What follows belongs to an exercise in optimizing a design on an open flow for small area, a short achievable clock period and few clock cycles; a production flow would make more cautious choices.
Where RTL was checked, it was by simulation tests only, not by an equivalence proof against the original.

## pipe_exe_md
module pipe_exe_md #(
  parameter logic [31:0] DIV0_LO = 32'hFFFFFFFF
) (
  input  logic        clock,
  input  logic        resetn,
  input  logic        ebubble,
  input  logic [3:0]  ealuc,
  input  logic        ealuimm,
  input  logic        eshift,
  input  logic        ejal,
  input  logic [3:0]  emd,
  input  logic [31:0] ea,
  input  logic [31:0] eb,
  input  logic [31:0] eimm,
  input  logic [31:0] esa,
  input  logic [31:0] epc4,
  input  logic [4:0]  ern0,
  output logic [31:0] ealu,
  output logic [4:0]  ern,
  output logic        md_stall
);
export LEC_CHECK = 0
export ABC_AREA = 1
export CAP_MARGIN = 10
export CORE_MARGIN = 2
export CORE_UTILIZATION = 40
export SETUP_SLACK_MARGIN = 1.5
export SLEW_MARGIN = 10
export TNS_END_PERCENT = 5
create_clock -name core_clock -period 9.0 [get_ports {clock}]
standard.sh (not shown) runs the stock make flow with config.mk's settings and CLKGATE_MAP_FILE= SYNTH_SCRIPT=/design/flow/synth_recipe.tcl, a recipe that flattens the netlist after the stock synthesis.
==> flow/flow/run.sh <==
#!/bin/bash
# The standard layout, with two changes to how the layout is made:
#  - the port buffers are buf_2 cells instead of the slow delay buffer that
#    buffer_ports picks by default (every port still gets its own buffer);
#  - the resizer may change a cell's footprint when it sizes gates.
# Synthesis is the standard one, unchanged.
set -euo pipefail
export BUFFER_PORTS_ARGS="-buffer_cell sky130_fd_sc_hd__buf_2"
sed 's/CLKGATE_MAP_FILE= /CLKGATE_MAP_FILE= MATCH_CELL_FOOTPRINT=0 /' standard.sh > standard_fp.sh
grep -q 'MATCH_CELL_FOOTPRINT=0' standard_fp.sh
bash standard_fp.sh > standard_flow.log 2>&1
Testbench counts at the start, summed over its fixed seeds: cycles 31,588.
Edit:
Settings changed: SETUP_SLACK_MARGIN 1.5 to 1.0, TNS_END_PERCENT 5 to default.
What happened: Die area does not change. Synthesized area does not change.
Edit:
Settings changed: SETUP_SLACK_MARGIN 1.0 to 2.0.
The changed run ran to the end with no violations.
First-iteration DRC count rises by about a fifth.
Global-route usage rises by 0.67 points.
Worst hold slack improved by 3.6 ps.
Edit:
Settings changed: SETUP_SLACK_MARGIN 2.0 to 1.5.
Effect: Routed wire length came out lower by 3.2%. Utilization came out lower by 3.9 points. Worst hold slack is worse by 3.3 ps.

* * *

## the baseline
Another version of the RTL of pipe_exe_md (not shown whole).
Size: ~4600 cells after synthesis, about 110 flip-flops.
==> flow/config.mk <==
export PLATFORM = sky130hd
export DESIGN_NAME = pipe_exe_md
export DESIGN_NICKNAME = pipe_exe_md
export VERILOG_FILES = /design/flow/design.v
export SDC_FILE = /design/flow/constraint.sdc
export NUM_CORES = 4
export LEC_CHECK = 0
export ABC_AREA = 1
export CAP_MARGIN = 20
export CORE_MARGIN = 2
export CORE_UTILIZATION = 40
export SETUP_SLACK_MARGIN = 1.5
export SLEW_MARGIN = 20
==> flow/constraint.sdc <==
create_clock -name core_clock -period 9.0 [get_ports {clock}]
set_input_delay 1.8000 -clock core_clock [delete_from_list [all_inputs] [get_ports {clock}]]
set_output_delay 1.8000 -clock core_clock [all_outputs]
set_load 0.01 [all_outputs]
==> flow/flow/run.sh <==
#!/bin/bash
set -euo pipefail
export BUFFER_PORTS_ARGS="-buffer_cell sky130_fd_sc_hd__buf_2"
bash standard.sh > standard_flow.log 2>&1
The baseline: PASS, flow complete, no timing, DRC or antenna violations
What the candidate does differently from the baseline at the input level:
==> flow/run.sh (new file) <==
#!/bin/bash
# synth_recipe.tcl (not shown) runs the flow's synth.tcl, then flattens the netlist and writes it again
# the make line also repeats each setting of config.mk as NAME=value (left out here)
make -C /OpenROAD-flow-scripts/flow DESIGN_CONFIG=/design/flow/config.mk WORK_HOME=/design/flow/orfs CLKGATE_MAP_FILE= SYNTH_SCRIPT=/design/flow/synth_recipe.tcl finish
removed: flow/flow/run.sh
removed: flow/standard.sh
## What came out
Routed wire length is lower on the baseline
Fmax | the candidate vs the baseline | the candidate slower
The baseline was smaller in final cell area than the candidate.
Changes observed in the candidate relative to the baseline: total routing usage reported by global routing has increased.
No run of this note included a check of the RTL's function; only the layout flow was run.

* * *

## run R
RTL: one of the versions met above, not the one the previous note started from.
For scale: roughly 4200 cells after synthesis, ~110 flip-flops, ~220 I/O pins.
Settings: LEC_CHECK=0, ABC_AREA=1, CAP_MARGIN=10, CORE_MARGIN=2, CORE_UTILIZATION=40, SETUP_SLACK_MARGIN=1.5, SLEW_MARGIN=10, TNS_END_PERCENT=25; clock period 9.0 ns.
==> flow/flow/run.sh <==
#!/bin/bash
# The standard layout, with two changes to how the layout is made:
#  - the port buffers are buf_2 cells instead of the slow delay buffer that
#    buffer_ports picks by default (every port still gets its own buffer);
#  - the resizer may change a cell's footprint when it sizes gates.
# Synthesis is the standard one, unchanged.
set -euo pipefail
export BUFFER_PORTS_ARGS="-buffer_cell sky130_fd_sc_hd__buf_2"
sed 's/CLKGATE_MAP_FILE= /CLKGATE_MAP_FILE= MATCH_CELL_FOOTPRINT=0 /' standard.sh > standard_fp.sh
grep -q 'MATCH_CELL_FOOTPRINT=0' standard_fp.sh
bash standard_fp.sh > standard_flow.log 2>&1
Testbench counts of run R, summed over its fixed seeds: cycles 31,588.
Input changes introduced in run B (baseline for comparison: run R):
- TNS_END_PERCENT no longer set, was 25
- CAP_MARGIN now 0, was 10
- SLEW_MARGIN now 0, was 10
[summary]
- When the final numbers for run R and run B were put side by side, the time the worst path needs with I/O delays and setup turned out to be smaller in run B.
- On area of combinational cells with multiple inputs, run R tracks run B almost exactly.
- The total global routing track utilization in run B sits 0.72 points below the value recorded for run R.
- Run B does better than run R on global-route wire length before repair.
- Compared with run R, run B shows fraction of final layout cells sized beyond drive strength 1 lower by 0.43 points.
- Going from run R to run B, relative area change from synthesis to final layout -1.1 points; via count -about 0.6%.

## separate check: timing with driven ports
No port has a modelled driver above. Below, the same layouts with a new extraction and two added sets of constraints.
Step 1 assumes that a clkbuf_16 drives the clock port and a buf_2 every other input.
Step 2, shift: input delay + t, output delay - t, t = (earliest + latest rising clock arrival at the registers) / 2. This alone moves slack from input paths to output paths.
Three values: ideal ports, drivers, drivers and shift; two values: the first two.
run	shift t [ns]	setup WS [ns]	latest minus earliest clock arrival (ns)	slew at the worst register clock pin (ns)	worst data-port slew with drivers (ns)
the first run of note 1	0.459	1.339 / 1.271 / 1.271	0.014 / 0.014	0.10 / 0.10	0.16
the second run of note 1	0.437	1.129 / 1.083 / 0.858	0.017 / 0.016	0.09 / 0.09	0.10
the third run of note 1	0.447	1.397 / 1.295 / 1.295	0.014 / 0.014	0.09 / 0.09	0.10
the fourth run of note 1	0.436	1.511 / 1.440 / 1.221	0.010 / 0.010	0.09 / 0.09	0.08
the baseline	0.457	1.508 / 1.427 / 1.114	0.016 / 0.016	0.09 / 0.09	0.15
the candidate	0.447	1.361 / 1.340 / 1.199	0.017 / 0.018	0.09 / 0.09	0.06
run R	0.426	1.465 / 1.401 / 1.272	0.017 / 0.017	0.09 / 0.09	0.11
run B	0.436	1.511 / 1.440 / 1.221	0.010 / 0.010	0.09 / 0.09	0.08
After both steps every run listed still meets setup and hold. The setup slack of the baseline, which loses most, moves by -0.081 ns with the drivers and by -0.394 ns with both steps.
